From an optimization exercise on the open Yosys and OpenROAD flow, aimed at small area, a short achievable clock period and few clock cycles; shortcuts taken in it are not production practice.
RTL that was checked went through simulation tests only; none was proved equivalent to the original.
For run 1, only the layout was checked, not whether the RTL still works.
Power figures rest on the tool's default switching activity, not on a simulated workload.

==> design.v <==
package moment_pkg;
   typedef logic [8-1:0]    pix_t;
   typedef logic [9-1:0]    coord_t;
   typedef logic [17-1:0]   addr_t;
   typedef logic [29-1:0] moment_t;
   typedef logic [13-1:0]   cent_t;
   typedef struct packed {
      coord_t img_dim;
      addr_t  start_addr;
   } img_cfg_t;
   typedef struct packed {
      coord_t x;
      coord_t y;
   } coord_pair_t;
   typedef struct packed {
      logic  en;
      addr_t addr;
   } mem_rd_t;
   typedef struct packed {
      moment_t m00;
      moment_t m10;
      moment_t m01;
   } moments_t;
   typedef struct packed {
      cent_t x_mc;
      cent_t y_mc;
   } centroid_t;
endpackage
`timescale 1ns/100ps
module moment_engine_top
(
   input  logic                                  clk,
   input  logic                                  rst_n,
   input  logic                                  req_i,
   input  logic [9+17-1:0] cfg_i,
   output logic                                  ack_o,
   output logic [17:0]               mem_rd_o,
   input  logic [8-1:0]              rdata_i,
   output logic [3*29-1:0]         moments_o,
   output logic [2*13-1:0]           centroid_o
);
   localparam int m00_w = 20;
   localparam int m1_w  = 25;
   localparam int row_w = 14;
   localparam int q_w   = 9;
   typedef enum logic [2:0] {
      st_idle,
      st_sq,
      st_add_lo,
      st_add_hi,
      st_read,
      st_drain,
      st_div,
      st_ack
   } state_t;
   state_t               state;
   logic                 rd_en;
   logic [11:0]          addr_lo;
   logic [4:0]           addr_hi;
   logic                 addr_c;
   logic [5:0]           x_cnt;
   logic [5:0]           y_cnt;
   logic                 row_first;
   logic                 img_first;
   logic                 v1;
   logic                 f1;
   logic                 l1;
   logic                 fi1;
   logic                 v2;
   logic                 f2;
   logic                 l2;
   logic                 g2;
   logic                 clr;
   logic                 f3;
   logic                 l3;
   logic [7:0]           pix_q;
   logic                 ld_m01;
   logic                 ld_m10;
   logic                 div_x;
   logic                 ack_q;
   logic [m00_w-1:0]     m00;
   logic [m1_w-1:0]      m10;
   logic [m1_w-1:0]      m01;
   logic [5:1]           m10_c;
   logic [5:1]           m01_c;
   logic [m1_w-1:0]      m10_op;
   logic [m1_w-1:0]      m01_op;
   logic [m1_w-1:0]      m10_sum;
   logic [m1_w-1:0]      m01_sum;
   logic [6:1]           m10_co;
   logic [6:1]           m01_co;
   logic [row_w-1:0]     row_sum;
   logic [m00_w-1:0]     rem;
   logic [5:0]           dvd_lo;
   logic [2*q_w-1:0]     quo;
   logic [5:0]           dim;
   logic [16:0]          start_addr;
   logic [11:0]          sq_m1;
   logic                 x_last;
   logic                 y_last;
   logic                 last_rd;
   logic                 drained;
   assign dim        = cfg_i[22:17];
   assign start_addr = cfg_i[16:0];
   assign x_last  = (x_cnt == 6'd1);
   assign y_last  = (y_cnt == 6'd1);
   assign last_rd = x_last && y_last;
   assign drained = !v1 && !v2 && (m01_c == '0);
   always_comb
   begin
      case (x_cnt)
         6'd1: sq_m1 = 12'd0;
         6'd2: sq_m1 = 12'd3;
         6'd3: sq_m1 = 12'd8;
         6'd4: sq_m1 = 12'd15;
         6'd5: sq_m1 = 12'd24;
         6'd6: sq_m1 = 12'd35;
         6'd7: sq_m1 = 12'd48;
         6'd8: sq_m1 = 12'd63;
         6'd9: sq_m1 = 12'd80;
         6'd10: sq_m1 = 12'd99;
         6'd11: sq_m1 = 12'd120;
         6'd12: sq_m1 = 12'd143;
         6'd13: sq_m1 = 12'd168;
         6'd14: sq_m1 = 12'd195;
         6'd15: sq_m1 = 12'd224;
         6'd16: sq_m1 = 12'd255;
         6'd17: sq_m1 = 12'd288;
         6'd18: sq_m1 = 12'd323;
         6'd19: sq_m1 = 12'd360;
         6'd20: sq_m1 = 12'd399;
         6'd21: sq_m1 = 12'd440;
         6'd22: sq_m1 = 12'd483;
         6'd23: sq_m1 = 12'd528;
         6'd24: sq_m1 = 12'd575;
         6'd25: sq_m1 = 12'd624;
         6'd26: sq_m1 = 12'd675;
         6'd27: sq_m1 = 12'd728;
         6'd28: sq_m1 = 12'd783;
         6'd29: sq_m1 = 12'd840;
         6'd30: sq_m1 = 12'd899;
         6'd31: sq_m1 = 12'd960;
         6'd32: sq_m1 = 12'd1023;
         6'd33: sq_m1 = 12'd1088;
         6'd34: sq_m1 = 12'd1155;
         6'd35: sq_m1 = 12'd1224;
         6'd36: sq_m1 = 12'd1295;
         6'd37: sq_m1 = 12'd1368;
         6'd38: sq_m1 = 12'd1443;
         6'd39: sq_m1 = 12'd1520;
         6'd40: sq_m1 = 12'd1599;
         6'd41: sq_m1 = 12'd1680;
         6'd42: sq_m1 = 12'd1763;
         6'd43: sq_m1 = 12'd1848;
         6'd44: sq_m1 = 12'd1935;
         6'd45: sq_m1 = 12'd2024;
         6'd46: sq_m1 = 12'd2115;
         6'd47: sq_m1 = 12'd2208;
         6'd48: sq_m1 = 12'd2303;
         6'd49: sq_m1 = 12'd2400;
         6'd50: sq_m1 = 12'd2499;
         6'd51: sq_m1 = 12'd2600;
         6'd52: sq_m1 = 12'd2703;
         6'd53: sq_m1 = 12'd2808;
         6'd54: sq_m1 = 12'd2915;
         6'd55: sq_m1 = 12'd3024;
         6'd56: sq_m1 = 12'd3135;
         6'd57: sq_m1 = 12'd3248;
         6'd58: sq_m1 = 12'd3363;
         6'd59: sq_m1 = 12'd3480;
         6'd60: sq_m1 = 12'd3599;
         6'd61: sq_m1 = 12'd3720;
         6'd62: sq_m1 = 12'd3843;
         6'd63: sq_m1 = 12'd3968;
         6'd0: sq_m1 = 12'd4095;
         default: sq_m1 = 12'd0;
      endcase
   end
   always_ff @(posedge clk or negedge rst_n)
   begin
      if (!rst_n)
      begin
         state <= st_idle;
         rd_en <= 1'b0;
         ack_q <= 1'b0;
         v1    <= 1'b0;
         v2    <= 1'b0;
      end
      else
      begin
         v1 <= rd_en;
         v2 <= v1;
         case (state)
            st_idle:
               if (req_i)
                  state <= st_sq;
            st_sq:
               state <= st_add_lo;
            st_add_lo:
               state <= st_add_hi;
            st_add_hi:
            begin
               state <= st_read;
               rd_en <= 1'b1;
            end
            st_read:
               if (last_rd)
               begin
                  state <= st_drain;
                  rd_en <= 1'b0;
               end
            st_drain:
               if (drained)
                  state <= st_div;
            st_div:
               if (x_last && div_x)
               begin
                  state <= st_ack;
                  ack_q <= 1'b1;
               end
            default:
               if (!req_i)
               begin
                  state <= st_idle;
                  ack_q <= 1'b0;
               end
         endcase
      end
   end
   always_ff @(posedge clk)
   begin
      case (state)
         st_idle:
         begin
            {addr_hi, addr_lo} <= start_addr;
            x_cnt              <= dim;
            y_cnt              <= dim;
         end
         st_sq:
            {y_cnt, x_cnt} <= sq_m1;
         st_add_lo:
         begin
            {addr_c, addr_lo} <= {1'b0, addr_lo} + {1'b0, y_cnt, x_cnt};
            x_cnt             <= dim;
            y_cnt             <= dim;
            row_first         <= 1'b1;
            img_first         <= 1'b1;
         end
         st_add_hi:
            addr_hi <= addr_hi + 5'(addr_c);
         st_read:
         begin
            addr_lo   <= addr_lo - 1'b1;
            if (addr_lo == '0)
               addr_hi <= addr_hi - 1'b1;
            img_first <= 1'b0;
            if (x_last)
            begin
               x_cnt     <= dim;
               y_cnt     <= y_cnt - 1'b1;
               row_first <= 1'b1;
            end
            else
            begin
               x_cnt     <= x_cnt - 1'b1;
               row_first <= 1'b0;
            end
         end
         st_drain:
         begin
            x_cnt <= 6'd9;
            div_x <= 1'b0;
         end
         st_div:
         begin
            x_cnt <= x_cnt - 1'b1;
            if (x_last)
            begin
               x_cnt <= 6'd9;
               div_x <= 1'b1;
            end
         end
         default:
            x_cnt <= dim;
      endcase
   end
   always_ff @(posedge clk)
   begin
      f1      <= row_first;
      l1      <= x_last;
      fi1     <= img_first;
      pix_q   <= rdata_i;
      f2      <= f1;
      l2      <= l1;
      clr     <= v1 && fi1;
      g2      <= v1 && !f1;
      f3      <= v2 && f2;
      l3      <= v2 && l2;
      row_sum <= (f2 ? row_w'(0) : row_sum) + row_w'(pix_q);
      m00     <= clr ? m00_w'(0) : m00 + (l3 ? m00_w'(row_sum) : m00_w'(0));
      m10     <= clr ? m1_w'(0)  : m10_sum;
      m10_c   <= clr ? 5'd0      : m10_co[5:1];
      m01     <= clr ? m1_w'(0)  : m01_sum;
      m01_c   <= clr ? 5'd0      : m01_co[5:1];
   end
   assign m10_op = g2 ? m1_w'(row_sum) : m1_w'(0);
   assign m01_op = f3 ? m1_w'(m00) : m1_w'(0);
   logic [m1_w:0] m10_rc;
   logic [m1_w:0] m01_rc;
   always_comb
   begin
      for (int i = 0; i < m1_w; i++)
      begin
         if (i == 0)
         begin
            m10_rc[i] = 1'b0;
            m01_rc[i] = 1'b0;
         end
         else if (i == 4 || i == 8 || i == 12 || i == 16 || i == 20)
         begin
            m10_co[i / 4] = m10_rc[i];
            m01_co[i / 4] = m01_rc[i];
            m10_rc[i] = m10_c[i / 4];
            m01_rc[i] = m01_c[i / 4];
         end
         m10_sum[i]  = m10[i] ^ m10_op[i] ^ m10_rc[i];
         m10_rc[i+1] = (m10[i] & m10_op[i]) | (m10[i] & m10_rc[i]) | (m10_op[i] & m10_rc[i]);
         m01_sum[i]  = m01[i] ^ m01_op[i] ^ m01_rc[i];
         m01_rc[i+1] = (m01[i] & m01_op[i]) | (m01[i] & m01_rc[i]) | (m01_op[i] & m01_rc[i]);
      end
      m10_co[6] = m10_rc[m1_w];
      m01_co[6] = m01_rc[m1_w];
   end
   logic [m1_w-1:0]   dvd;
   logic [m00_w:0]    trial;
   logic [m00_w+1:0]  diff;
   logic              q_bit;
   assign dvd   = ld_m01 ? m01 : m10;
   assign trial = {rem, dvd_lo[5]};
   assign diff  = {1'b0, trial} - {2'b0, m00};
   assign q_bit = !diff[m00_w+1] && (m00 != '0);
   always_ff @(posedge clk)
   begin
      ld_m01 <= ((state == st_read) && last_rd) || ((state == st_drain) && !drained);
      ld_m10 <= (state == st_div) && (x_cnt == 6'd2) && !div_x;
      if (ld_m01 || ld_m10)
      begin
         rem    <= m00_w'(dvd[m1_w-1:6]);
         dvd_lo <= dvd[5:0];
      end
      else
      begin
         rem    <= q_bit ? diff[m00_w-1:0] : trial[m00_w-1:0];
         dvd_lo <= {dvd_lo[4:0], 1'b0};
      end
      if (state == st_div)
         quo <= {quo[2*q_w-2:0], q_bit};
   end
   assign ack_o      = ack_q;
   assign mem_rd_o   = {rd_en, addr_hi, addr_lo};
   assign moments_o  = {9'd0, m00, 4'd0, m10, 4'd0, m01};
   assign centroid_o = {4'd0, quo[q_w-1:0], 4'd0, quo[2*q_w-1:q_w]};
endmodule
==> flow/run.sh <==
#!/bin/bash
# Standard layout, with the port buffers made from the smallest buffer
# instead of the default pick; every port still gets its own buffer.
set -o pipefail
cp standard.sh standard.sh.txt
export BUFFER_PORTS_ARGS="-buffer_cell sky130_fd_sc_hd__buf_1"
bash standard.sh > standard.log 2>&1
==> standard.sh <==
#!/bin/bash
# synth_recipe.tcl (not shown) runs the flow's synth.tcl, then flattens the netlist and writes it again
# the make line also repeats each setting of config.mk as NAME=value (left out here)
make -C /OpenROAD-flow-scripts/flow DESIGN_CONFIG=/design/flow/config.mk WORK_HOME=/design/flow/orfs CLKGATE_MAP_FILE= SYNTH_SCRIPT=/design/flow/synth_recipe.tcl "${@:-finish}"
==> config.mk <==
export PLATFORM = sky130hd
export DESIGN_NAME = moment_engine_top
export DESIGN_NICKNAME = moment_engine_top
export VERILOG_FILES = /design/flow/design.v
export SDC_FILE = /design/flow/constraint.sdc
export NUM_CORES = 4
export LEC_CHECK = 0
export CAP_MARGIN = 20
export CORE_MARGIN = 2
export CORE_UTILIZATION = 60
export SETUP_SLACK_MARGIN = 4.8
export SLEW_MARGIN = 20
==> constraint.sdc <==
create_clock -name core_clock -period 7.5 [get_ports {clk}]
set_input_delay 1.5000 -clock core_clock [delete_from_list [all_inputs] [get_ports {clk}]]
set_output_delay 1.5000 -clock core_clock [all_outputs]
set_load 0.01 [all_outputs]
==> results of run 1 <==
==> timing repair <==
action	4_1_cts	5_1_grt
pin swaps	23	29
buffers inserted	44	38
resized for setup	66	69
gates cloned	3	0
endpoints found under the setup margin	65	71
==> flip-flops by register name, indices dropped and copies added (netlist names), 5 cells and up <==
register / cells
m01: 25
addr_hi: 5
quo: 18
x_cnt: 6
pix_q: 8
dvd_lo: 6
m10_c: 5
sq_m1: 11
rem: 20
addr_lo: 12
m01_c: 5
m10: 25
m00: 20
y_cnt: 6
row_sum: 14
==> how the worst max path moves through the flow <==
stage / from / to / slack (ps)
6_report: cfg_i[18] / sq_m1[7] / 4680
5_1_grt: cfg_i[18] / sq_m1[7] / 4640
4_1_cts: state[1] / sq_m1[7] / 4750
3_5_place_dp: cfg_i[18] / sq_m1[6] / 4070
3_3_place_gp: cfg_i[18] / sq_m1[6] / 4060
2_1_floorplan: cfg_i[17] / sq_m1[7] / 4480
==> report_power, final <==
part	switching [uW]	internal (uW)
combinational	2270	1850
clock	484	845
sequential	316	1580
total	3070	4270
==> cell type report <==
class | count | area [um^2] | area share [%]
Multi-Input combinational cell | 954 | 7252 | 48.58
Timing Repair inverter | 1 | 5.005 | 0.03353
Timing Repair Buffer | 231 | 1304 | 8.734
Tap cell | 270 | 337.8 | 2.263
Inverter | 91 | 362.8 | 2.431
Clock inverter | 16 | 249.0 | 1.668
Clock buffer | 28 | 666.9 | 4.468
Sequential cell | 208 | 4750 | 31.82
==> cell usage after synthesis (12+ instances only) <==
| master | n |
|---|---|
| sky130_fd_sc_hd__nor2b_1 | 65 |
| sky130_fd_sc_hd__xnor2_1 | 40 |
| sky130_fd_sc_hd__a21oi_1 | 67 |
| sky130_fd_sc_hd__nor2_1 | 88 |
| sky130_fd_sc_hd__dfxtp_1 | 150 |
| sky130_fd_sc_hd__nand3_1 | 26 |
| sky130_fd_sc_hd__nor4_1 | 16 |
| sky130_fd_sc_hd__a22oi_1 | 28 |
| sky130_fd_sc_hd__ha_1 | 87 |
| sky130_fd_sc_hd__nand2_1 | 94 |
| sky130_fd_sc_hd__nor3_1 | 27 |
| sky130_fd_sc_hd__nand2b_1 | 14 |
| sky130_fd_sc_hd__xor2_1 | 20 |
| sky130_fd_sc_hd__fa_1 | 37 |
| sky130_fd_sc_hd__o21ai_0 | 70 |
| sky130_fd_sc_hd__a21o_1 | 12 |
| sky130_fd_sc_hd__o21a_1 | 12 |
| sky130_fd_sc_hd__and2_1 | 49 |
| sky130_fd_sc_hd__edfxtp_1 | 51 |
| sky130_fd_sc_hd__buf_4 | 29 |
| sky130_fd_sc_hd__clkbuf_1 | 35 |
| sky130_fd_sc_hd__mux2i_1 | 29 |
| sky130_fd_sc_hd__inv_1 | 89 |
==> cell families after synthesis <==
kind of cell               synth area share [%]
xor gates and xnor gates                  4.290
muxes                                     2.921
other                                   0.03061
DFF                                       38.44
AOI/OAI and AO/OA                         14.95
and+or+nand+nor                           18.11
buffers and inverters                     6.322
adders and majority gates                 14.93
==> metal layers <==
metal  vias to the layer above  global-route usage, %  share of wire (%)
met5                         -                      0                  0
met4                         0                  8.942                2.8
met3                        80                  3.944                5.1
met2                       319                  49.34                 50
met1                      4983                  37.25                 42
li1                       4935                      -                  -
==> metrics by stage <==
stage	worst slack, ps	total power, uW
final	4677	7348
after global routing	4636	7837
after CTS	4745	6922
after detailed placement	4067	5215
after global placement	4063	5144
after floorplan	4479	4510
==> worst reg2reg max path: stages (launching register included) <==
cell                       delay [ps]
sky130_fd_sc_hd__edfxtp_1         580
sky130_fd_sc_hd__nor4_4            90
sky130_fd_sc_hd__buf_4            170
sky130_fd_sc_hd__nand2_4          120
sky130_fd_sc_hd__clkinv_4         110
sky130_fd_sc_hd__o32a_1           380
sky130_fd_sc_hd__a31o_4           300
sky130_fd_sc_hd__ha_4             270
sky130_fd_sc_hd__nor2_4           110
sky130_fd_sc_hd__nor3_1            60
sky130_fd_sc_hd__or4_1            440
sky130_fd_sc_hd__nand3_2           80
==> impl_results.md, run 1 <==
- Cell types occupying the most area after synthesis: sky130_fd_sc_hd__dfxtp_1 25%, sky130_fd_sc_hd__edfxtp_1 13%, sky130_fd_sc_hd__ha_1 8.9%
- Cell area after synthesis: 12250 um^2
- Most used flip-flop cell after synthesis: sky130_fd_sc_hd__dfxtp_1
- Status: no timing/DRC/antenna violations
- Mean post-synth cell area: 9.409 um^2
- Share of the synthesized area in the top cell type: 24.51%
- Number of core rows: 52
- Kind of path behind the tightest hold check: reg -> reg
- Number of warning messages in the yosys log: 1
- Total congestion overflow after global routing: 0
- Die height: 146.9 um
- Horizontal extent of the die: 146.9 um
- Flip-flop and latch count after synthesis: 208
- Setup violations, final: 0
- Root buffer selected by CTS: sky130_fd_sc_hd__clkbuf_16
- Synth-to-Final Area Change: 21.85%
- Critical path type: in -> reg
- Number of global-route vias before repair: 9829
- Clock Path Buffers: 3
- Worst EP required: 7950 ps
- PD cells: 492.3 nW/um^2
- Crit-path max FO: 8
- Fillcell total: 1494
- Hold slack final: 334.8 ps
- Critical-path top delay cell: sky130_fd_sc_hd__or4_1
- Buffers & Inverters on Critical Path: 2
- Fin area: 14930 um^2
- Post-DP Area: 12900 um^2
- Insertion delay of the later-clocked pin in the worst-skew pair: 520 ps
- Time the final worst path needs with I/O delays and setup: 2823 ps
- Number of DRC markers in iteration 0: 577
- Clock Skew: 13.32 ps
- # placed instances: 1670
- Cell type with the largest total area after synthesis: sky130_fd_sc_hd__dfxtp_1
- # IOs: 169
- Slew HR: 38.97%
- Worst reg-to-reg path cell count: 11
- Crit start category: input port
- Highest clock rate: 0.3543 GHz
- Count of pins over their slew limit: 0
- Kind of capture point of the worst setup path: flop
- Total negative setup slack: 0 ps
- Port-buffer cells: 140
- Number of stages on the worst setup path: 11
- Register-to-register path setup slack: 4720 ps
- Gate count after technology mapping: 1302
- Slew at the pin closest to its max-slew limit: 915.4 ps
- Number of different library cells in the post-synthesis netlist: 81
- Arrival time reported for the critical path endpoint: 3280 ps
- Period utilisation layout: 37.64%
- Detailed placer's ending HPWL: 21.54 mm
- Fin util: 74.25%
- Final antenna diode count: 0
- CTS buffer count: 24
- Routed Wire Length: 31.98 mm
- Commonest cells after routing, fill and taps aside: 136 x sky130_fd_sc_hd__buf_1, 128 x sky130_fd_sc_hd__dfxtp_1, 93 x sky130_fd_sc_hd__nand2_1
- Total clock sinks: 208
- Hold Crit Depth: 0
- Weighted congestion reported at the end of routability-driven placement: 0.8816
- Initial antenna violation count: 0
- Starting utilization of the core area: 60.93%
- Final ANT Viol Nets: 0
- Total global-route track usage: 28.50%
- End of the worst hold path: l2
- Largest net degree at the start of global routing: 86
- Number of hold buffers added after CTS: 0
- Static leakage power: 0.006004 uW
- Most frequent standard cell in the layout excluding fill and tap cells: sky130_fd_sc_hd__buf_1
- Worst flop-to-flop path endpoint: sq_m1[7]
- Min-delay src: l1
- Fraction of registers with async set or reset after synthesis: 3.365%
- Final layout net count: 1672
- Worst stage delay on the critical path: 440 ps
- Critical R2R Launch: x_cnt[5]
- Residual DRC count: 0
- Chain of cells forming the critical path: buf_6 -> nor2b_1 -> a21oi_1 -> o32a_1 -> a31o_4 -> inv_4 -> ha_4 -> nor2_1 -> nor3_1 -> or4_1 -> nand3_2
- Seq/Total Area, Yosys: 38.44%
- Post-detailed-route wirelength per cell: 17.77 um
- Final Hold Fails: 0
- Via-to-Cell Ratio: 5.735
- Worst vdd ir: 0.4484 mV
- Number of maximum-capacitance constraint violations: 0
- Final non-filler cell total: 1799
- Detailed-routing iteration count for the pre-antenna-repair pass: 5
- Via count: 10317
- CTS tree: done
- Area of the die: 21580 um^2
- Maximum level of the CTS H-tree: 1
- Global-route wire length before repair: 50.31 mm
- Clock slew at reported path FFs: 60 ps
- Setup repair after global routing missed its margin: true
- Dominant delay contributor by cell family on the critical path: simple AND/OR/NAND/NOR gates
- Post-synth EDFFs: 51
- Core area: 20100 um^2
- Layout cells sized above 1: 16.87%
==> run 2, diff against run 1 <==
--- a/design.v
+++ b/design.v
@@ -106,76 +106,73 @@
    assign y_last  = (y_cnt == 6'd1);
    assign last_rd = x_last && y_last;
    assign drained = !v1 && !v2 && (m01_c == '0);
-   always_comb
-   begin
-      case (x_cnt)
-         6'd1: sq_m1 = 12'd0;
-         6'd2: sq_m1 = 12'd3;
-         6'd3: sq_m1 = 12'd8;
-         6'd4: sq_m1 = 12'd15;
-         6'd5: sq_m1 = 12'd24;
-         6'd6: sq_m1 = 12'd35;
-         6'd7: sq_m1 = 12'd48;
-         6'd8: sq_m1 = 12'd63;
-         6'd9: sq_m1 = 12'd80;
-         6'd10: sq_m1 = 12'd99;
-         6'd11: sq_m1 = 12'd120;
-         6'd12: sq_m1 = 12'd143;
-         6'd13: sq_m1 = 12'd168;
-         6'd14: sq_m1 = 12'd195;
-         6'd15: sq_m1 = 12'd224;
-         6'd16: sq_m1 = 12'd255;
-         6'd17: sq_m1 = 12'd288;
-         6'd18: sq_m1 = 12'd323;
-         6'd19: sq_m1 = 12'd360;
-         6'd20: sq_m1 = 12'd399;
-         6'd21: sq_m1 = 12'd440;
-         6'd22: sq_m1 = 12'd483;
-         6'd23: sq_m1 = 12'd528;
-         6'd24: sq_m1 = 12'd575;
-         6'd25: sq_m1 = 12'd624;
-         6'd26: sq_m1 = 12'd675;
-         6'd27: sq_m1 = 12'd728;
-         6'd28: sq_m1 = 12'd783;
-         6'd29: sq_m1 = 12'd840;
-         6'd30: sq_m1 = 12'd899;
-         6'd31: sq_m1 = 12'd960;
-         6'd32: sq_m1 = 12'd1023;
-         6'd33: sq_m1 = 12'd1088;
-         6'd34: sq_m1 = 12'd1155;
-         6'd35: sq_m1 = 12'd1224;
-         6'd36: sq_m1 = 12'd1295;
-         6'd37: sq_m1 = 12'd1368;
-         6'd38: sq_m1 = 12'd1443;
-         6'd39: sq_m1 = 12'd1520;
-         6'd40: sq_m1 = 12'd1599;
-         6'd41: sq_m1 = 12'd1680;
-         6'd42: sq_m1 = 12'd1763;
-         6'd43: sq_m1 = 12'd1848;
-         6'd44: sq_m1 = 12'd1935;
-         6'd45: sq_m1 = 12'd2024;
-         6'd46: sq_m1 = 12'd2115;
-         6'd47: sq_m1 = 12'd2208;
-         6'd48: sq_m1 = 12'd2303;
-         6'd49: sq_m1 = 12'd2400;
-         6'd50: sq_m1 = 12'd2499;
-         6'd51: sq_m1 = 12'd2600;
-         6'd52: sq_m1 = 12'd2703;
-         6'd53: sq_m1 = 12'd2808;
-         6'd54: sq_m1 = 12'd2915;
-         6'd55: sq_m1 = 12'd3024;
-         6'd56: sq_m1 = 12'd3135;
-         6'd57: sq_m1 = 12'd3248;
-         6'd58: sq_m1 = 12'd3363;
-         6'd59: sq_m1 = 12'd3480;
-         6'd60: sq_m1 = 12'd3599;
-         6'd61: sq_m1 = 12'd3720;
-         6'd62: sq_m1 = 12'd3843;
-         6'd63: sq_m1 = 12'd3968;
-         6'd0: sq_m1 = 12'd4095;
-         default: sq_m1 = 12'd0;
-      endcase
-   end
+   localparam logic [64*12-1:0] sq_table = {
+      12'd3968,
+      12'd3843,
+      12'd3720,
+      12'd3599,
+      12'd3480,
+      12'd3363,
+      12'd3248,
+      12'd3135,
+      12'd3024,
+      12'd2915,
+      12'd2808,
+      12'd2703,
+      12'd2600,
+      12'd2499,
+      12'd2400,
+      12'd2303,
+      12'd2208,
+      12'd2115,
+      12'd2024,
+      12'd1935,
+      12'd1848,
+      12'd1763,
+      12'd1680,
+      12'd1599,
+      12'd1520,
+      12'd1443,
+      12'd1368,
+      12'd1295,
+      12'd1224,
+      12'd1155,
+      12'd1088,
+      12'd1023,
+      12'd960,
+      12'd899,
+      12'd840,
+      12'd783,
+      12'd728,
+      12'd675,
+      12'd624,
+      12'd575,
+      12'd528,
+      12'd483,
+      12'd440,
+      12'd399,
+      12'd360,
+      12'd323,
+      12'd288,
+      12'd255,
+      12'd224,
+      12'd195,
+      12'd168,
+      12'd143,
+      12'd120,
+      12'd99,
+      12'd80,
+      12'd63,
+      12'd48,
+      12'd35,
+      12'd24,
+      12'd15,
+      12'd8,
+      12'd3,
+      12'd0,
+      12'd4095
+   };
+   assign sq_m1 = sq_table[12*x_cnt +: 12];
    always_ff @(posedge clk or negedge rst_n)
    begin
       if (!rst_n)
--- a/config.mk
+++ b/config.mk
@@ -8,5 +8,7 @@
 export CAP_MARGIN = 20
 export CORE_MARGIN = 2
 export CORE_UTILIZATION = 60
+export CTS_CLUSTER_DIAMETER = 150
+export CTS_CLUSTER_SIZE = 40
 export SETUP_SLACK_MARGIN = 4.8
 export SLEW_MARGIN = 20
==> run 2 against run 1 <==
  * Area after synthesis down 6.0%
  * Setup slack better by 150 ps
  * Synthesized cell count down 6.5%
  * Hold slack better by 5.0 ps
  * Cell area down 12%
  * Power down 25%
  * Register-to-register slack better by 180 ps
  * Utilization down 4.5 points
  * First-iteration DRC count up 3.5%
  * Clock skew up 3.0 ps
  * Routed wire length down 11%
  * Clock power down 32%
  * Largest power group unchanged
==> impl_results.md, run 2 <==
- Highest clock rate: 0.3744 GHz (+5.7%)
- Number of different library cells in the post-synthesis netlist: 76 (-6.2%)
- Largest net degree at the start of global routing: 63 (-27%)
- Gate count after technology mapping: 1218 (-6.5%)
- CTS buffer count: 17 (-29%)
- Adder-cell share of the synthesized area: 15.57% (+0.63 points)
- Worst stage delay on the critical path: 450 ps (about the same)
- Time the final worst path needs with I/O delays and setup: 2671 ps (-151.7 ps)
- Crit-path max FO: 3 (-5)
- Maximum level of the CTS H-tree: 4 (+3)
- Period utilisation layout: 35.62% (-2.0 points)
- Kind of path behind the tightest hold check: reg -> reg
- Static leakage power: 0.005354 uW (-11%)
- Final antenna diode count: 0 (unchanged)
- Horizontal extent of the die: 142.5 um (-3.0%)
- Cell area after synthesis: 11510 um^2 (-6.0%)
- Fin util: 69.79% (-4.5 points)
- Core area: 18770 um^2 (-6.6%)
- CTS tree: done
- Layout cells sized above 1: 9.204% (-7.7 points)
- Number of DRC markers in iteration 0: 597 (+3.5%)
- Detailed-routing iteration count for the pre-antenna-repair pass: 5 (unchanged)
- Clock slew at reported path FFs: 70 ps (about the same)
- Seq/Total Area, Yosys: 39.00% (+0.56 points)
- Most used flip-flop cell after synthesis: sky130_fd_sc_hd__dfxtp_1
- Setup violations, final: 0 (unchanged)
- Slew at the pin closest to its max-slew limit: 985.9 ps (+70.50 ps)
- Final Hold Fails: 0 (unchanged)
- Most frequent standard cell in the layout excluding fill and tap cells: sky130_fd_sc_hd__buf_1
- Global-route wire length before repair: 45.14 mm (-10%)
- Area of the die: 20310 um^2 (-5.9%)
- Via-to-Cell Ratio: 5.791 (+0.98%)
- Share of the synthesized area in the top cell type: 24.18% (-0.34 points)
- Mean post-synth cell area: 9.450 um^2 (+0.43%)
- Insertion delay of the later-clocked pin in the worst-skew pair: 450 ps (-70 ps)
- Cell types occupying the most area after synthesis: sky130_fd_sc_hd__dfxtp_1 24%, sky130_fd_sc_hd__edfxtp_1 13%, sky130_fd_sc_hd__ha_1 9.1%
- Count of pins over their slew limit: 0 (unchanged)
- Cell type with the largest total area after synthesis: sky130_fd_sc_hd__dfxtp_1
- Simple-gate portion of the synthesized area: 15.39% (-2.7 points)
- Most used standard cells in the synthesized netlist: 139 x sky130_fd_sc_hd__dfxtp_1, 99 x sky130_fd_sc_hd__nor2_1, 89 x sky130_fd_sc_hd__inv_1
- Hold Crit Depth: 0 (unchanged)
- # IOs: 169 (unchanged)
- Setup repair after global routing missed its margin: true
- Weighted congestion reported at the end of routability-driven placement: 0.8939 (+1.4%)
- Biggest registers after layout: m01 (25), m10 (25)
- Total clock sinks: 197 (-5.3%)
- Residual DRC count: 0 (unchanged)
- Root buffer selected by CTS: sky130_fd_sc_hd__clkbuf_16
- Chain of cells forming the critical path: buf_4 -> buf_1
- Crit start category: flop
- Worst reg-to-reg path cell count: 10 (-1)
- PD cells: 422.4 nW/um^2 (-14%)
- Number of hold buffers added after CTS: 0 (unchanged)
- Initial antenna violation count: 0 (unchanged)
- Arrival time reported for the critical path endpoint: 1170 ps (-2110 ps)
- Fillcell total: 1545 (+3.4%)
- Post-synth EDFFs: 51 (unchanged)
- Number of maximum-capacitance constraint violations: 0 (unchanged)
- Total congestion overflow after global routing: 0 (unchanged)
- Combined flip-flop and latch cell area: 4531 um^2 (-4.6%)
- Synth-to-Final Area Change: 13.80%
- Detailed placer's ending HPWL: 20.39 mm (-5.3%)
- Status: no timing/DRC/antenna violations
- Routed Wire Length: 28.36 mm (-11%)
- Worst EP required: 6000 ps (-1950 ps)
- Commonest cells after routing, fill and taps aside: 140 x sky130_fd_sc_hd__buf_1, 123 x sky130_fd_sc_hd__dfxtp_1, 97 x sky130_fd_sc_hd__nor2_1
- Fraction of registers with async set or reset after synthesis: 3.553% (+0.19 points)
- Die height: 142.5 um (-3.0%)
- Multi-input gate area: 6618 um^2 (-8.7%)
- Worst vdd ir: 0.2367 mV (-47%)
- Number of core rows: 50 (-3.8%)
- Kind of capture point of the worst setup path: output pin
- Share of cell area taken by muxes after synthesis: 2.816% (-0.11 points)
- Port-buffer cells: 140 (unchanged)
- Parity-gate share of the synthesized area counting xor and xnor cells: 5.174% (+0.88 points)
- Total global-route track usage: 28.41% (-0.089 points)
- Starting utilization of the core area: 61.33% (+0.39 points)
- Final ANT Viol Nets: 0 (unchanged)
- Count leader, synth: sky130_fd_sc_hd__dfxtp_1
- Number of warning messages in the yosys log: 1 (unchanged)
- Post-detailed-route wirelength per cell: 17.69 um (-0.45%)
- Slew HR: 33.97% (-5.0 points)
- Flip-flop and latch count after synthesis: 197 (-5.3%)
- Clock Path Buffers: 2 (-1)
- Final layout net count: 1514 (-9.4%)
- Critical path type: reg -> out
- Critical-path top delay cell: sky130_fd_sc_hd__edfxtp_1
- Compound-Gate Fraction of Synth Area: 15.63% (+0.68 points)
- Clock Skew: 16.32 ps (+2.998 ps)
- Main combinational cell family by area after synthesis: compound AO/OA/AOI/OAI gates
- Total negative setup slack: 0 ps (unchanged)
- Via count: 9283 (-10%)
- Number of global-route vias before repair: 8619 (-12%)
## run 2: cell count changes in the layout (fill, tap and decap cells not counted), moves of 8 or more
cell,change
sky130_fd_sc_hd__and2_1,-9
sky130_fd_sc_hd__buf_4,-58
sky130_fd_sc_hd__buf_6,-8
sky130_fd_sc_hd__clkbuf_16,-8
sky130_fd_sc_hd__ha_1,+8
sky130_fd_sc_hd__nand2_1,-21
sky130_fd_sc_hd__nor2_1,+13
sky130_fd_sc_hd__nor2b_1,-10
sky130_fd_sc_hd__o21ai_1,+15
sky130_fd_sc_hd__xor2_1,+11
## run 2: cell type report
| class | count | area share (%) |
|---|---|---|
| Inverter | 95 | 2.761 |
| Clock buffer | 18 | 3.277 |
| Sequential cell | 197 | 34.59 |
| Tap cell | 234 | 2.235 |
| Timing Repair Buffer | 164 | 5.445 |
| Multi-Input combinational cell | 881 | 50.53 |
| Clock inverter | 14 | 1.165 |
## run 2: what timing repair did
action / in CTS / in global routing
buffers inserted: 10 / 9
setup endpoints to repair: 49 / 44
gates cloned: 2 / 0
endpoints found under the hold margin: 0 / 0
pin swaps: 3 / 4
resized for setup: 26 / 40
## run 2: layer usage
layer | vias to the layer above | GRT usage [%] | routed length [um]
li1 | 4494 | - | -
met1 | 4495 | 38.45 | 12740
met4 | 0 | 6.410 | 346
met5 | - | 0 | 0
met3 | 27 | 4.172 | 1444
met2 | 267 | 48.48 | 13840
## run 2: kinds of logic after synthesis
logic type	Yosys count
buffers and inverters	166
other	1
DFF	197
adders and majority gates	121
muxes	30
AOI/OAI and AO/OA	276
xor gates and xnor gates	68
and+or+nand+nor	359
## run 2: path summary, 6_finish.rpt
path	from	to	slack [ps]
max in group asynchronous	rst_n	state[1]	6230
hold reg to reg	l1	l2	340
min in group asynchronous	rst_n	ack_q	950
setup reg to reg	m00[4]	rem[16]	4900
setup / recovery	addr_lo[0]	mem_rd_o[0]	4830
hold / removal	l1	l2	340
## run 2: where the power goes
part	internal, uW	total [uW]	switching, uW
registers	1430	1770	339
clock network	448	910	462
logic	1210	2850	1650
total	3090	5530	2450
## run 2: stage by stage
step           cells  worst slack (ps)  hold WS (ps)  instance area (um^2)  power (uW)
4_1_cts         1594              4807         338.8                 12850        5370
5_1_grt         1603              4783         348.2                 13100        5926
3_3_place_gp    1550              4264         314.4                 12090        4243
6_report        1603              4829         339.8                 13100        5533
2_1_floorplan   1242              4902         309.6                 11600        3672
3_5_place_dp    1550              4236         319.1                 12090        4279
## run 2: worst max-delay path, delay by kind of cell, from the launching register on
family                 cells  cell delay (ps)
flip-flops                 1              450
buffers and inverters      2              280
Testbench counts of run 2, summed over its fixed seeds: cycles 193,901.
==> run 3, diff against run 2 <==
--- a/config.mk
+++ b/config.mk
@@ -7,8 +7,6 @@
 export LEC_CHECK = 0
 export CAP_MARGIN = 20
 export CORE_MARGIN = 2
-export CORE_UTILIZATION = 60
-export CTS_CLUSTER_DIAMETER = 150
-export CTS_CLUSTER_SIZE = 40
+export CORE_UTILIZATION = 70
 export SETUP_SLACK_MARGIN = 4.8
 export SLEW_MARGIN = 20
==> run 3 against run 2 <==
  * Final cell count down 1.2%
  * Register-to-register slack worse by 60 ps
  * Synthesized cell count unchanged
  * Utilization up 12 points
  * Routed wire length up 5.4%
  * Sequential share of layout area about the same
  * Maximum frequency up 0.32%
  * Die area down 14%
  * Global-route usage up 5.3 points
  * Combinational power up 3%
  * Largest power group unchanged
==> impl_results.md, run 3 <==
- Status: no timing/DRC/antenna violations
- # IOs: 169 (unchanged)
- Chain of cells forming the critical path: and2_1 -> ha_1 -> o21ai_1 -> o21ai_1 -> a21oi_2 -> o21ai_2 -> a2111oi_4 -> buf_4 -> or3_1 -> a21oi_1
- Mean post-synth cell area: 9.450 um^2 (unchanged)
- Setup repair after global routing missed its margin: true
- Number of maximum-capacitance constraint violations: 0 (unchanged)
- Initial antenna violation count: 0 (unchanged)
- Number of core rows: 46 (-8.0%)
- Setup violations, final: 0 (unchanged)
- Total congestion overflow after global routing: 0 (unchanged)
- Total clock sinks: 197 (unchanged)
- Area of the die: 17480 um^2 (-14%)
- Detailed-routing iteration count for the pre-antenna-repair pass: 6 (+1)
- Die height: 132.2 um (-7.2%)
- Total power consumption of the routed design: 5664 uW (+2.4%)
- Commonest cells after routing, fill and taps aside: 140 x sky130_fd_sc_hd__buf_1, 124 x sky130_fd_sc_hd__dfxtp_1, 97 x sky130_fd_sc_hd__nor2_1
- PD cells: 432.5 nW/um^2 (+2.4%)
- Biggest registers after layout: m01 (25), m10 (25)
- Final non-filler cell total: 1584 (-1.2%)
- Kind of path behind the tightest hold check: reg -> reg
- Via count: 9673 (+4.2%)
- Starting utilization of the core area: 71.93% (+11 points)
- Routed Wire Length: 29.90 mm (+5.4%)
- Time the final worst path needs with I/O delays and setup: 2663 ps (-8.610 ps)
- Worst stage delay on the critical path: 400 ps (-50 ps)
- Worst vdd ir: 0.2964 mV (+25%)
- Static leakage power: 0.005364 uW (+0.19%)
- Fraction of registers with async set or reset after synthesis: 3.553% (unchanged)
- Critical-path top delay cell: sky130_fd_sc_hd__ha_1
- Period utilisation layout: 35.50% (-0.11 points)
- Post-detailed-route wirelength per cell: 18.88 um (+6.7%)
- Gate count after technology mapping: 1218 (unchanged)
- Slew at the pin closest to its max-slew limit: 946.3 ps (-39.64 ps)
- Number of global-route vias before repair: 9341 (+8.4%)
- Seq/Total Area, Yosys: 39.00% (unchanged)
- Port-buffer cells: 140 (unchanged)
- Most frequent standard cell in the layout excluding fill and tap cells: sky130_fd_sc_hd__buf_1
- Total negative setup slack: 0 ps (unchanged)
- # placed instances: 1532 (-1.2%)
- Setup slack after layout: 4837 ps (+8.610 ps)
- Final antenna diode count: 0 (unchanged)
- Most prevalent standard cell on the critical path: sky130_fd_sc_hd__o21ai_1
- Slew HR: 36.62% (+2.7 points)
- Dominant delay contributor by cell family on the critical path: compound AO/OA/AOI/OAI gates
- Insertion delay of the later-clocked pin in the worst-skew pair: 450 ps (about the same)
- Buffers & Inverters on Critical Path: 1 (-1)
- Residual DRC count: 0 (unchanged)
- Kind of capture point of the worst setup path: flop
- Synth-to-Final Area Change: 13.80% (unchanged)
- Layout cells sized above 1: 9.503% (+0.30 points)
- Flip-flop and latch count after synthesis: 197 (unchanged)
- Fillcell total: 1037 (-33%)
- Horizontal extent of the die: 132.2 um (-7.2%)
- Largest net degree at the start of global routing: 50 (-21%)
- Arrival time reported for the critical path endpoint: 3020 ps (+1850 ps)
- Multi-input gate area: 6613 um^2 (about the same)
- Maximum level of the CTS H-tree: 4 (unchanged)
- Final ANT Viol Nets: 0 (unchanged)
- Cell area after synthesis: 11510 um^2 (unchanged)
- Most used flip-flop cell after synthesis: sky130_fd_sc_hd__dfxtp_1
- Root buffer selected by CTS: sky130_fd_sc_hd__clkbuf_16
- Via-to-Cell Ratio: 6.107 (+5.5%)
- Total global-route track usage: 33.70% (+5.3 points)
- Detailed placer's ending HPWL: 20.44 mm (+0.24%)
- Highest clock rate: 0.3756 GHz (+0.32%)
- Crit start category: flop
- Post-synth EDFFs: 51 (unchanged)
- Core area: 16000 um^2 (-15%)
- Global-route wire length before repair: 47.28 mm (+4.7%)
- Count leader, synth: sky130_fd_sc_hd__dfxtp_1
- Combined flip-flop and latch cell area: 4524 um^2 (-0.14%)
- Cell types occupying the most area after synthesis: sky130_fd_sc_hd__dfxtp_1 24%, sky130_fd_sc_hd__edfxtp_1 13%, sky130_fd_sc_hd__ha_1 9.1%
- Number of DRC markers in iteration 0: 813 (+36%)
- Number of hold buffers added after CTS: 0 (unchanged)
- Final Hold Fails: 0 (unchanged)
- Hold slack final: 330.4 ps (-9.421 ps)
- Cell type with the largest total area after synthesis: sky130_fd_sc_hd__dfxtp_1
- Critical path type: reg -> reg
- Share of the synthesized area in the top cell type: 24.18% (unchanged)
- Pre-CTS WS: 4208 ps (-28.45 ps)
- Number of warning messages in the yosys log: 1 (unchanged)
- CTS buffer count: 17 (unchanged)
- Clock Skew: 11.99 ps (-4.327 ps)
- Worst EP required: 7860 ps (+1860 ps)
- Most used standard cells in the synthesized netlist: 139 x sky130_fd_sc_hd__dfxtp_1, 99 x sky130_fd_sc_hd__nor2_1, 89 x sky130_fd_sc_hd__inv_1
- CTS tree: done
- Count of pins over their slew limit: 0 (unchanged)
- Weighted congestion reported at the end of routability-driven placement: 0.9210 (+3.0%)
- Clock slew at reported path FFs: 70 ps (about the same)
- Number of different library cells in the post-synthesis netlist: 76 (unchanged)
- Crit-path max FO: 14 (+11)
- Final layout net count: 1513 (-0.066%)
- Clock Path Buffers: 2 (unchanged)
[run 3: cell counts after synthesis]
No cell type changed its count.
[run 3: layout make-up]
cell class / instances / share of cell area [%]
clock buffers: 18 / 3.439
clock inverters: 14 / 1.213
inverters: 95 / 2.761
multi-input cells: 881 / 50.49
flip-flops and latches: 197 / 34.54
well taps: 216 / 2.063
repair buffers: 163 / 5.493
[run 3: what timing repair did]
action	4_1_cts	5_1_grt
endpoints found under the setup margin	44	54
pin swaps	3	8
gates resized for setup	24	44
cloned	2	0
buffers inserted	7	10
[run 3: metal layers]
layer	vias up	GRT usage [%]	routed length (um)
li1	4475	-	-
met1	4642	44.35	12160
met2	469	56.51	14530
met3	87	5.921	2329
met4	0	11.71	884
met5	-	0	0
[run 3: final timing paths]
check                      start  slack [ps]  depth (start not counted)       end
setup reg to reg              l3        4840                         10   m00[19]
setup / recovery              l3        4840                         10   m00[19]
min in group asynchronous  rst_n         930                          1        v1
hold reg to reg               l1         330                          0        l2
hold / removal                l1         330                          0        l2
max in group asynchronous  rst_n        6280                          1  state[1]
[run 3: logic make-up (layout without fill, tap and decap cells)]
group                      Yosys count  after routing  synth area share, %
AOI/OAI and AO/OA                  276            276                15.63
xor gates and xnor gates            68             68                5.174
adders and majority gates          121            121                15.57
buffers and inverters              166            290                6.381
DFF                                197            197                39.00
muxes                               30             30                2.815
other                                1             25              0.03258
and+or+nand+nor                    359            361                15.39
[run 3: where the power goes]
part | leakage [uW] | internal [uW] | switching [uW]
registers | 0.00170 | 1430 | 354
logic | 0.00337 | 1240 | 1690
clock network | 0.000299 | 495 | 450
[run 3: stage by stage]
step	instance area, um^2	util (%)
2_1_floorplan	11600	-
3_3_place_gp	12060	75.40
3_5_place_dp	12060	75.40
4_1_cts	12850	80.31
5_1_grt	13100	81.86
6_report	13100	81.86
[run 3: worst reg2reg max path, delay by kind of cell (launching register included)]
family	cells	cell delay (ps)
AO/OA/AOI/OAI	6	1100
adder cells (fa/ha/maj)	1	400
buffers and inverters	1	170
flip-flops	1	390
AND/OR/NAND/NOR	2	530
==> run 4, diff against run 3 <==
--- a/config.mk
+++ b/config.mk
@@ -7,6 +7,6 @@
 export LEC_CHECK = 0
 export CAP_MARGIN = 20
 export CORE_MARGIN = 2
-export CORE_UTILIZATION = 70
-export SETUP_SLACK_MARGIN = 4.8
+export CORE_UTILIZATION = 60
+export SETUP_SLACK_MARGIN = 5.0
 export SLEW_MARGIN = 20
==> run 4 against run 3 <==
  * Critical path depth decreased by 9
  * Utilization decreased by 6.0 points
  * Clock skew shrank 1.8 ps
  * Critical path type is now reg -> out
  * Non-clock buffer count is 72 higher
  * Sequential share of layout area fell by 1.9 points
  * Highest routed layer unchanged
  * Hold slack improved by 6.5 ps
  * Largest power group unchanged
  * First-iteration DRC count is 13% lower
  * Via count rose by 0.47%
  * Still clean on timing, DRC and antenna
  * Register-to-register slack improved by 130 ps
==> impl_results.md, run 4 <==
- Status: no timing/DRC/antenna violations
- Part of the total power dissipated in the clock network: 15.5% (-1.2 points)
- Pre-CTS WS: 4342 ps (+133.9 ps)
- Setup violations, final: 0 (unchanged)
- Number of different library cells in the post-synthesis netlist: 76 (unchanged)
- Maximum level of the CTS H-tree: 4 (unchanged)
- Capturing instance or port of the critical path: mem_rd_o[2]
- Cell types occupying the most area after synthesis: sky130_fd_sc_hd__dfxtp_1 24%, sky130_fd_sc_hd__edfxtp_1 13%, sky130_fd_sc_hd__ha_1 9.1%
- Die height: 142.5 um (+7.8%)
- Kind of capture point of the worst setup path: output pin
- Commonest cells after routing, fill and taps aside: 96 x sky130_fd_sc_hd__nor2_1, 92 x sky130_fd_sc_hd__buf_4, 84 x sky130_fd_sc_hd__inv_1
- Via count: 9718 (+0.47%)
- CTS tree: done
- Number of core rows: 50 (+8.7%)
- Synth-to-Final Area Change: 23.65%
- Final Hold Fails: 0 (unchanged)
- Start point of the critical path: addr_lo[2]
- Switching power share of the total: 43.09% (-0.97 points)
- Clock Path Buffers: 2 (unchanged)
- Setup slack after layout: 4951 ps (+113.1 ps)
- Biggest registers after layout: m01 (25), m10 (25)
- Flip-flop and latch count after synthesis: 197 (unchanged)
- Total power consumption of the routed design: 6077 uW (+7.3%)
- Final non-filler cell total: 1674 (+5.7%)
- Clock slew at reported path FFs: 70 ps (about the same)
- Total global-route track usage: 28.89% (-4.8 points)
- Worst EP required: 6000 ps (-1860 ps)
- # IOs: 169 (unchanged)
- Total congestion overflow after global routing: 0 (unchanged)
- Seq pwr share: 28.5% (-3.0 points)
- Residual DRC count: 0 (unchanged)
- Routed Wire Length: 30.64 mm (+2.5%)
- Chain of cells forming the critical path: buf_1
- Horizontal extent of the die: 142.5 um (+7.8%)
- Total clock sinks: 197 (unchanged)
- Post-synth EDFFs: 51 (unchanged)
- Area of the die: 20310 um^2 (+16%)
- Crit start category: flop
- Weighted congestion reported at the end of routability-driven placement: 0.8930 (-3.0%)
- Critical R2R Launch: addr_lo[1]
- Port-buffer cells: 140 (unchanged)
- Worst flop-to-flop path endpoint: addr_lo[11]
- Root buffer selected by CTS: sky130_fd_sc_hd__clkbuf_16
- Insertion delay of the later-clocked pin in the worst-skew pair: 440 ps (about the same)
- Kind of path behind the tightest hold check: reg -> reg
- Internal power: 3459 uW (+9.2%)
- Number of hold buffers added after CTS: 0 (unchanged)
- PD cells: 427.0 nW/um^2 (-1.3%)
- Seq/Total Area, Yosys: 39.00% (unchanged)
- # placed instances: 1550 (+1.2%)
- Dominant delay contributor by cell family on the critical path: flip-flops
- Period utilisation layout: 33.99% (-1.5 points)
- Setup repair after global routing missed its margin: true
- Highest clock rate: 0.3922 GHz (+4.4%)
- Fraction of power consumed by combinational cells: 56.1% (+4.3 points)
- Critical path type: reg -> out
- Most frequent standard cell in the layout excluding fill and tap cells: sky130_fd_sc_hd__nor2_1
- Worst stage delay on the critical path: 450 ps (+50 ps)
- Count leader, synth: sky130_fd_sc_hd__dfxtp_1
- Gate count after technology mapping: 1218 (unchanged)
- Cell area after synthesis: 11510 um^2 (unchanged)
- Static leakage power: 0.006095 uW (+14%)
- Mean post-synth cell area: 9.450 um^2 (unchanged)
- Critical-path top delay cell: sky130_fd_sc_hd__edfxtp_1
- Final ANT Viol Nets: 0 (unchanged)
- Starting utilization of the core area: 61.33% (-11 points)
- CTS buffer count: 17 (unchanged)
- Via-to-Cell Ratio: 5.805 (-4.9%)
- Number of stages on the worst setup path: 1 (-9)
- Cell type with the largest total area after synthesis: sky130_fd_sc_hd__dfxtp_1
- Number of DRC markers in iteration 0: 706 (-13%)
- Worst vdd ir: 0.2883 mV (-2.8%)
- Fraction of registers with async set or reset after synthesis: 3.553% (unchanged)
- Arrival time reported for the critical path endpoint: 1050 ps (-1970 ps)
- Core area: 18770 um^2 (+17%)
- Number of global-route vias before repair: 8827 (-5.5%)
- Clock Skew: 10.17 ps (-1.823 ps)
- Global-route wire length before repair: 45.61 mm (-3.5%)
- Most used flip-flop cell after synthesis: sky130_fd_sc_hd__dfxtp_1
- Total negative setup slack: 0 ps (unchanged)
- Number of warning messages in the yosys log: 1 (unchanged)
- Largest net degree at the start of global routing: 47 (-6.0%)
- Worst reg-to-reg path cell count: 10 (unchanged)
- Share of the synthesized area in the top cell type: 24.18% (unchanged)
- Post-detailed-route wirelength per cell: 18.31 um (-3.0%)
- Slew HR: 36.49% (-0.13 points)
- Final layout net count: 1585 (+4.8%)
- Final antenna diode count: 0 (unchanged)
- Most used standard cells in the synthesized netlist: 139 x sky130_fd_sc_hd__dfxtp_1, 99 x sky130_fd_sc_hd__nor2_1, 89 x sky130_fd_sc_hd__inv_1
- Slew at the pin closest to its max-slew limit: 948.2 ps (+1.925 ps)
- Number of maximum-capacitance constraint violations: 0 (unchanged)
- Sw power: 2619 uW (+4.9%)
- Register-to-register path setup slack: 4970 ps (+130 ps)
- Detailed placer's ending HPWL: 20.07 mm (-1.8%)
- Buffers & Inverters on Critical Path: 1 (unchanged)
- Layout cells sized above 1: 26.81% (+17 points)
- Count of pins over their slew limit: 0 (unchanged)
- Time the final worst path needs with I/O delays and setup: 2549 ps (-113.1 ps)
- Initial antenna violation count: 0 (unchanged)
- Crit-path max FO: 4 (-10)
- Detailed-routing iteration count for the pre-antenna-repair pass: 5 (-1)
-- run 4: cell counts after synthesis --
No cell type changed its count.
-- run 4: cell families after synthesis --
logic type               count (synthesis)  synth area share, %
AO/OA/AOI/OAI                          276                15.63
XOR/XNOR                                68                5.174
adder cells (fa/ha/maj)                121                15.57
buffers and inverters                  166                6.381
flip-flops                             197                39.00
multiplexers                            30                2.815
other                                    1              0.03258
AND/OR/NAND/NOR                        359                15.39
-- run 4: layer usage --
layer / share of wire, % / global-route usage (%) / routed length [um]
met5: 0 / 0 / 0
met4: 2.4 / 9.171 / 741
met3: 7.7 / 5.518 / 2373
met2: 45 / 44.23 / 13810
met1: 45 / 41.55 / 13720
-- run 4: power groups by stage --
stage,sequential (uW),combinational (uW),clock (uW)
floorplan,1650,2020,0
global placement,1830,2410,0
finish,1730,3410,940
detailed placement,1840,2440,0
CTS,1740,2940,950
global route,1760,3690,992
-- run 4: worst min path at each step --
stage	cells past startpoint	endpoint	start	slack (ps)
finish	0	l2	l1	340
global route	0	l2	l1	330
CTS	0	l2	l1	330
detailed placement	0	l2	l1	320
global placement	0	l2	l1	310
floorplan	0	l2	l1	310
-- run 4: cell type report --
| type | instances | area (um^2) |
|---|---|---|
| Clock buffer | 17 | 425.4 |
| Clock inverter | 15 | 177.7 |
| Tap cell | 234 | 292.8 |
| Multi-Input combinational cell | 881 | 6919 |
| Sequential cell | 197 | 4641 |
| Fill cell | 1377 | 4536 |
| Inverter | 95 | 365.4 |
| Timing Repair Buffer | 235 | 1411 |
-- run 4: stage by stage --
step                utilization [%]  hold WS [ps]  cell area, um^2
floorplan                         -         309.6            11610
global placement              64.41         314.2            12090
detailed placement            64.41         318.6            12090
CTS                           71.53         334.6            13430
global route                  75.83         334.2            14230
finish                        75.83         336.8            14230
-- run 4: timing repair --
item                       in CTS  in global routing
pin swaps                      13                 33
setup endpoints to repair     133                141
setup buffers                  43                 47
gates resized for setup       138                163
cloned                          1                  1
-- run 4: worst register-to-register path, stage by stage (launching register included) --
cell                       delay, ps
sky130_fd_sc_hd__edfxtp_1        450
sky130_fd_sc_hd__buf_4           170
sky130_fd_sc_hd__ha_1            270
sky130_fd_sc_hd__a21o_1          180
sky130_fd_sc_hd__a21o_1          200
sky130_fd_sc_hd__nand2_1         120
sky130_fd_sc_hd__a211oi_2        100
sky130_fd_sc_hd__a41o_1          290
sky130_fd_sc_hd__o41ai_2         260
sky130_fd_sc_hd__xor2_1          170
sky130_fd_sc_hd__o21ai_0          80
==> run 5, diff against run 4 <==
--- a/config.mk
+++ b/config.mk
@@ -8,5 +8,6 @@
 export CAP_MARGIN = 20
 export CORE_MARGIN = 2
 export CORE_UTILIZATION = 60
-export SETUP_SLACK_MARGIN = 5.0
+export SETUP_SLACK_MARGIN = 4.8
 export SLEW_MARGIN = 20
+export TNS_END_PERCENT = 20
==> run 5 against run 4 <==
  * Still clean
  * Utilization down 5.9 points
  * Global-route usage fell by 0.68 points
  * Combinational power shrank 15%
  * First-iteration DRC count decreased by 22%
  * Via count decreased by 4.5%
  * Clock skew grew 5.5 ps
  * Critical path type unchanged
  * Critical endpoint is now moments_o[65]
==> impl_results.md, run 5 <==
- Final antenna diode count: 0 (unchanged)
- Multi-input gate area: 6603 um^2 (-4.6%)
- Worst vdd ir: 0.2596 mV (-9.9%)
- Slew at the pin closest to its max-slew limit: 977.0 ps (+28.81 ps)
- Detailed placer's ending HPWL: 20.39 mm (+1.6%)
- Kind of path behind the tightest hold check: reg -> reg
- Setup violations, final: 0 (unchanged)
- Critical-path top delay cell: sky130_fd_sc_hd__dfxtp_1
- Insertion delay of the later-clocked pin in the worst-skew pair: 440 ps (about the same)
- Biggest registers after layout: m01 (25), m10 (25)
- Number of global-route vias before repair: 8611 (-2.4%)
- Flip-flop and latch count after synthesis: 197 (unchanged)
- Port-buffer cells: 140 (unchanged)
- Area of the die: 20310 um^2 (unchanged)
- Most used standard cells in the synthesized netlist: 139 x sky130_fd_sc_hd__dfxtp_1, 99 x sky130_fd_sc_hd__nor2_1, 89 x sky130_fd_sc_hd__inv_1
- Static leakage power: 0.005385 uW (-12%)
- Fin util: 69.97% (-5.9 points)
- Number of hold buffers added after CTS: 0 (unchanged)
- # placed instances: 1550 (unchanged)
- Final non-filler cell total: 1609 (-3.9%)
- Register-to-register path setup slack: 4870 ps (-100 ps)
- Worst flop-to-flop path endpoint: rem[5]
- Mean post-synth cell area: 9.450 um^2 (unchanged)
- PD cells: 424.5 nW/um^2 (-0.60%)
- Final Hold Fails: 0 (unchanged)
- CTS tree: done
- Critical path type: reg -> out
- Fraction of registers with async set or reset after synthesis: 3.553% (unchanged)
- Starting utilization of the core area: 61.33% (unchanged)
- Slew HR: 34.56% (-1.9 points)
- Clock Skew: 15.66 ps (+5.497 ps)
- # IOs: 169 (unchanged)
- Count of pins over their slew limit: 0 (unchanged)
- Maximum level of the CTS H-tree: 4 (unchanged)
- Time the final worst path needs with I/O delays and setup: 2644 ps (+94.52 ps)
- Period utilisation layout: 35.25% (+1.3 points)
- Clock slew at reported path FFs: 80 ps (about the same)
- Detailed-routing iteration count for the pre-antenna-repair pass: 5 (unchanged)
- Initial antenna violation count: 0 (unchanged)
- Layout cells sized above 1: 9.309% (-17 points)
- Crit-path max FO: 5 (+1)
- Cell area after synthesis: 11510 um^2 (unchanged)
- Highest clock rate: 0.3782 GHz (-3.6%)
- Number of different library cells in the post-synthesis netlist: 76 (unchanged)
- Total congestion overflow after global routing: 0 (unchanged)
- Share of the synthesized area in the top cell type: 24.18% (unchanged)
- Most used flip-flop cell after synthesis: sky130_fd_sc_hd__dfxtp_1
- Count leader, synth: sky130_fd_sc_hd__dfxtp_1
- Combined flip-flop and latch cell area: 4526 um^2 (-2.5%)
- Min-delay src: l1
- Horizontal extent of the die: 142.5 um (unchanged)
- CTS buffer count: 17 (unchanged)
- Buffers & Inverters on Critical Path: 1 (unchanged)
- Core area: 18770 um^2 (unchanged)
- Weighted congestion reported at the end of routability-driven placement: 0.8939 (+0.10%)
- Setup repair after global routing missed its margin: true
- Post-detailed-route wirelength per cell: 17.68 um (-3.4%)
- Via count: 9278 (-4.5%)
- Final ANT Viol Nets: 0 (unchanged)
- Total negative setup slack: 0 ps (unchanged)
- Crit start category: flop
- Cell types occupying the most area after synthesis: sky130_fd_sc_hd__dfxtp_1 24%, sky130_fd_sc_hd__edfxtp_1 13%, sky130_fd_sc_hd__ha_1 9.1%
- Kind of capture point of the worst setup path: output pin
- Seq/Total Area, Yosys: 39.00% (unchanged)
- Die height: 142.5 um (unchanged)
- End of the worst hold path: l2
- Number of core rows: 50 (unchanged)
- Synth-to-Final Area Change: 14.09%
- Worst reg-to-reg path cell count: 11 (+1)
- Dominant delay contributor by cell family on the critical path: flip-flops
- Root buffer selected by CTS: sky130_fd_sc_hd__clkbuf_16
- Routed Wire Length: 28.45 mm (-7.2%)
- Most frequent standard cell in the layout excluding fill and tap cells: sky130_fd_sc_hd__buf_1
- Residual DRC count: 0 (unchanged)
- Post-synth EDFFs: 51 (unchanged)
- Commonest cells after routing, fill and taps aside: 140 x sky130_fd_sc_hd__buf_1, 125 x sky130_fd_sc_hd__dfxtp_1, 97 x sky130_fd_sc_hd__nor2_1
- Cell type with the largest total area after synthesis: sky130_fd_sc_hd__dfxtp_1
- Status: no timing/DRC/antenna violations
- Number of warning messages in the yosys log: 1 (unchanged)
- Clock Path Buffers: 2 (unchanged)
- Fillcell total: 1548 (+12%)
- Number of maximum-capacitance constraint violations: 0 (unchanged)
- Gate count after technology mapping: 1218 (unchanged)
- Worst EP required: 6000 ps (about the same)
- Arrival time reported for the critical path endpoint: 1140 ps (+90 ps)
- Total clock sinks: 197 (unchanged)
- Chain of cells forming the critical path: buf_1
- Hold Crit Depth: 0 (unchanged)
- Number of DRC markers in iteration 0: 553 (-22%)
- Via-to-Cell Ratio: 5.766 (-0.67%)
- Global-route wire length before repair: 44.79 mm (-1.8%)
- Final layout net count: 1520 (-4.1%)
- Critical R2R Launch: m00[3]
- Largest net degree at the start of global routing: 63 (+34%)
- Worst stage delay on the critical path: 500 ps (+50 ps)
- Total global-route track usage: 28.20% (-0.68 points)
-- run 5: through the flow --
| stage | setup slack (ps) | total power (uW) | cell area [um^2] | hold slack, ps |
|---|---|---|---|---|
| final | 4856 | 5574 | 13130 | 340.1 |
| after global routing | 4741 | 5965 | 13130 | 348.0 |
| after CTS | 4667 | 5348 | 12820 | 338.8 |
| after detailed placement | 4236 | 4279 | 12090 | 319.1 |
| after global placement | 4264 | 4243 | 12090 | 314.4 |
| after floorplan | 4902 | 3672 | 11600 | 309.6 |
-- run 5: area by class of cell --
type	count	share of cell area (%)
multi-input combinational	881	50.28
sequential	197	34.46
timing repair buffer	170	5.841
clock buffer	18	3.268
inverter	95	2.754
tap	234	2.230
clock inverter	14	1.162
-- run 5: worst max path at each step --
| stage | from | end | slack, ps | depth (start not counted) |
|---|---|---|---|---|
| 3_3_place_gp | m00[1] | rem[0] | 4260 | 10 |
| 6_report | m00[7] | moments_o[65] | 4860 | 1 |
| 3_5_place_dp | m00[1] | rem[0] | 4240 | 10 |
| 4_1_cts | x_cnt[2] | addr_c | 4670 | 9 |
| 5_1_grt | m00[9] | rem[5] | 4740 | 11 |
| 2_1_floorplan | state[2] | addr_hi[4] | 4900 | 11 |
-- run 5: logic make-up (layout without fill, tap and decap cells) --
| group | Yosys count | in the layout | synth area share [%] |
|---|---|---|---|
| AO/OA/AOI/OAI | 276 | 276 | 15.63 |
| XOR/XNOR | 68 | 68 | 5.174 |
| adder cells (fa/ha/maj) | 121 | 121 | 15.57 |
| buffers and inverters | 166 | 297 | 6.381 |
| flip-flops | 197 | 197 | 39.00 |
| multiplexers | 30 | 30 | 2.815 |
| other | 1 | 25 | 0.03258 |
| AND/OR/NAND/NOR | 359 | 361 | 15.39 |
-- run 5: repair_timing --
item	CTS	global route
setup buffers	7	18
gates resized for setup	21	40
endpoints found under the setup margin	49	50
cloned	2	0
pin swaps	3	8
-- run 5: routing by layer --
layer,part of all wire [%],global-route usage (%)
met1,44,37.82
met2,48,47.39
met3,5.3,4.273
met4,1.9,8.494
met5,0,0
-- run 5: power by group --
| part | leakage, uW | switching, uW | internal, uW |
|---|---|---|---|
| logic | 0.00340 | 1650 | 1240 |
| clock network | 0.000285 | 460 | 448 |
| registers | 0.00170 | 344 | 1430 |
==> run 6, diff against run 5 <==
--- a/config.mk
+++ b/config.mk
@@ -10,4 +10,4 @@
 export CORE_UTILIZATION = 60
 export SETUP_SLACK_MARGIN = 4.8
 export SLEW_MARGIN = 20
-export TNS_END_PERCENT = 20
+export TNS_END_PERCENT = 0
==> run 6 against run 5 <==
  * Utilization fell by 0.067 points
  * Largest cell class unchanged
  * Critical path depth increased by 9
  * Final cell count increased by 0.31%
  * Via count about the same
  * Still clean
  * Die area did not move
  * Clock power about the same
  * Combinational power rose by 1%
  * Sequential power is essentially flat
  * Routed wire length decreased by 0.19%
  * Non-clock buffer count is 4 higher
  * Hold slack hardly changed
  * Register-to-register slack got worse by 50 ps
==> impl_results.md, run 6 <==
- CTS tree: done
- Crit start category: flop
- Clock Path Buffers: 2 (unchanged)
- Share of cell area taken by muxes after synthesis: 2.816% (unchanged)
- Number of core rows: 50 (unchanged)
- Period utilisation layout: 35.68% (+0.43 points)
- Cell types occupying the most area after synthesis: sky130_fd_sc_hd__dfxtp_1 24%, sky130_fd_sc_hd__edfxtp_1 13%, sky130_fd_sc_hd__ha_1 9.1%
- Clock Skew: 15.46 ps (-0.2057 ps)
- Insertion delay of the later-clocked pin in the worst-skew pair: 450 ps (about the same)
- Mean post-synth cell area: 9.450 um^2 (unchanged)
- Compound-Gate Fraction of Synth Area: 15.63% (unchanged)
- Number of maximum-capacitance constraint violations: 0 (unchanged)
- Number of DRC markers in iteration 0: 573 (+3.6%)
- Crit-path max FO: 5 (unchanged)
- Final ANT Viol Nets: 0 (unchanged)
- Sw power: 2466 uW (+0.39%)
- Total negative setup slack: 0 ps (unchanged)
- Seq pwr share: 31.6% (-0.3 points)
- Starting utilization of the core area: 61.33% (unchanged)
- Most frequent standard cell in the layout excluding fill and tap cells: sky130_fd_sc_hd__buf_1
- Pre-CTS WS: 4236 ps (unchanged)
- Final layout net count: 1524 (+0.26%)
- Fraction of registers with async set or reset after synthesis: 3.553% (unchanged)
- Clock slew at reported path FFs: 80 ps (about the same)
- Share of the synthesized area in the top cell type: 24.18% (unchanged)
- Setup violations, final: 0 (unchanged)
- Horizontal extent of the die: 142.5 um (unchanged)
- Status: no timing/DRC/antenna violations
- Synth-to-Final Area Change: 13.98% (about the same)
- Cell type with the largest total area after synthesis: sky130_fd_sc_hd__dfxtp_1
- Die height: 142.5 um (unchanged)
- Main combinational cell family by area after synthesis: compound AO/OA/AOI/OAI gates
- CTS buffer count: 17 (unchanged)
- PD cells: 428.2 nW/um^2 (+0.87%)
- Number of warning messages in the yosys log: 1 (unchanged)
- Gate count after technology mapping: 1218 (unchanged)
- Post-synth EDFFs: 51 (unchanged)
- Root buffer selected by CTS: sky130_fd_sc_hd__clkbuf_16
- Setup repair after global routing missed its margin: true
- Slew HR: 27.93% (-6.6 points)
- Detailed placer's ending HPWL: 20.39 mm (unchanged)
- Post-detailed-route wirelength per cell: 17.59 um (-0.50%)
- Core area: 18770 um^2 (unchanged)
- Internal power: 3151 uW (+1.1%)
- Seq/Total Area, Yosys: 39.00% (unchanged)
- Fraction of power consumed by combinational cells: 52.2% (+0.4 points)
- Number of hold buffers added after CTS: 0 (unchanged)
- Fillcell total: 1556 (+0.52%)
- Final Hold Fails: 0 (unchanged)
==> run 6: cell counts after synthesis <==
Identical to the previous run, type by type.
==> run 6: critical path, stage by stage, from the launching register on <==
cell,delay (ps)
sky130_fd_sc_hd__dfxtp_1,380
sky130_fd_sc_hd__inv_1,110
sky130_fd_sc_hd__ha_1,380
sky130_fd_sc_hd__and3_1,210
sky130_fd_sc_hd__nand2_1,80
sky130_fd_sc_hd__or3_1,440
sky130_fd_sc_hd__o2111ai_4,380
sky130_fd_sc_hd__buf_4,190
sky130_fd_sc_hd__nand2_4,100
sky130_fd_sc_hd__mux2i_1,220
sky130_fd_sc_hd__o21ai_1,80
==> run 6: timing repair <==
| item | in CTS | in global routing |
|---|---|---|
| pin swaps | 0 | 10 |
| setup endpoints to repair | 49 | 57 |
| gates resized for setup | 14 | 38 |
| setup buffers | 5 | 24 |
| cloned | 0 | 2 |
| hold endpoints to repair | 0 | 0 |
==> run 6: power groups by stage <==
stage / sequential (uW) / combinational, uW / clock, uW
3_3_place_gp: 1820 / 2420 / 0
3_5_place_dp: 1820 / 2450 / 0
4_1_cts: 1790 / 2540 / 921
5_1_grt: 1820 / 3230 / 961
2_1_floorplan: 1650 / 2020 / 0
6_report: 1780 / 2930 / 910
==> run 6: logic make-up (layout without fill, tap and decap cells) <==
kind of cell / Yosys count / in the layout
adders and majority gates: 121 / 121
xor gates and xnor gates: 68 / 68
buffers and inverters: 166 / 301
AOI/OAI and AO/OA: 276 / 276
and+or+nand+nor: 359 / 361
muxes: 30 / 30
DFF: 197 / 197
other: 1 / 26
==> run 6: per-stage QoR <==
stage	hold slack, ps	cells	cell area [um^2]	utilization [%]
after floorplan	309.6	1242	11600	-
after global placement	314.4	1550	12090	64.40
after detailed placement	319.1	1550	12090	64.40
after CTS	338.8	1587	12760	67.97
after global routing	348.0	1613	13120	69.89
final	339.7	1614	13120	69.90
==> run 6: area by class of cell <==
| cell class | instances | area, um^2 | share of cell area, % |
|---|---|---|---|
| well taps | 234 | 292.8 | 2.232 |
| clock buffers | 18 | 429.2 | 3.271 |
| diodes | 1 | 2.502 | 0.01907 |
| flip-flops and latches | 197 | 4521 | 34.46 |
| inverters | 95 | 359.1 | 2.737 |
| multi-input cells | 881 | 6578 | 50.14 |
| repair buffers | 174 | 784.5 | 5.980 |
| clock inverters | 14 | 152.6 | 1.164 |
==> run 6: layer usage <==
metal | global-route usage, % | vias up | share of wire [%]
li1 | - | 4502 | -
met2 | 46.48 | 279 | 48
met4 | 8.025 | 0 | 1.9
met5 | 0 | - | 0
met3 | 4.273 | 35 | 5.3
met1 | 37.60 | 4453 | 45
==> run 6: worst paths after layout <==
path | startpoint | to | slack (ps)
min reg2reg | l1 | l2 | 340
max reg2reg | m00[16] | rem[7] | 4820
max in group asynchronous | rst_n | state[0] | 6230
max | m00[16] | rem[7] | 4820
min in group asynchronous | rst_n | state[2] | 950
min | l1 | l2 | 340
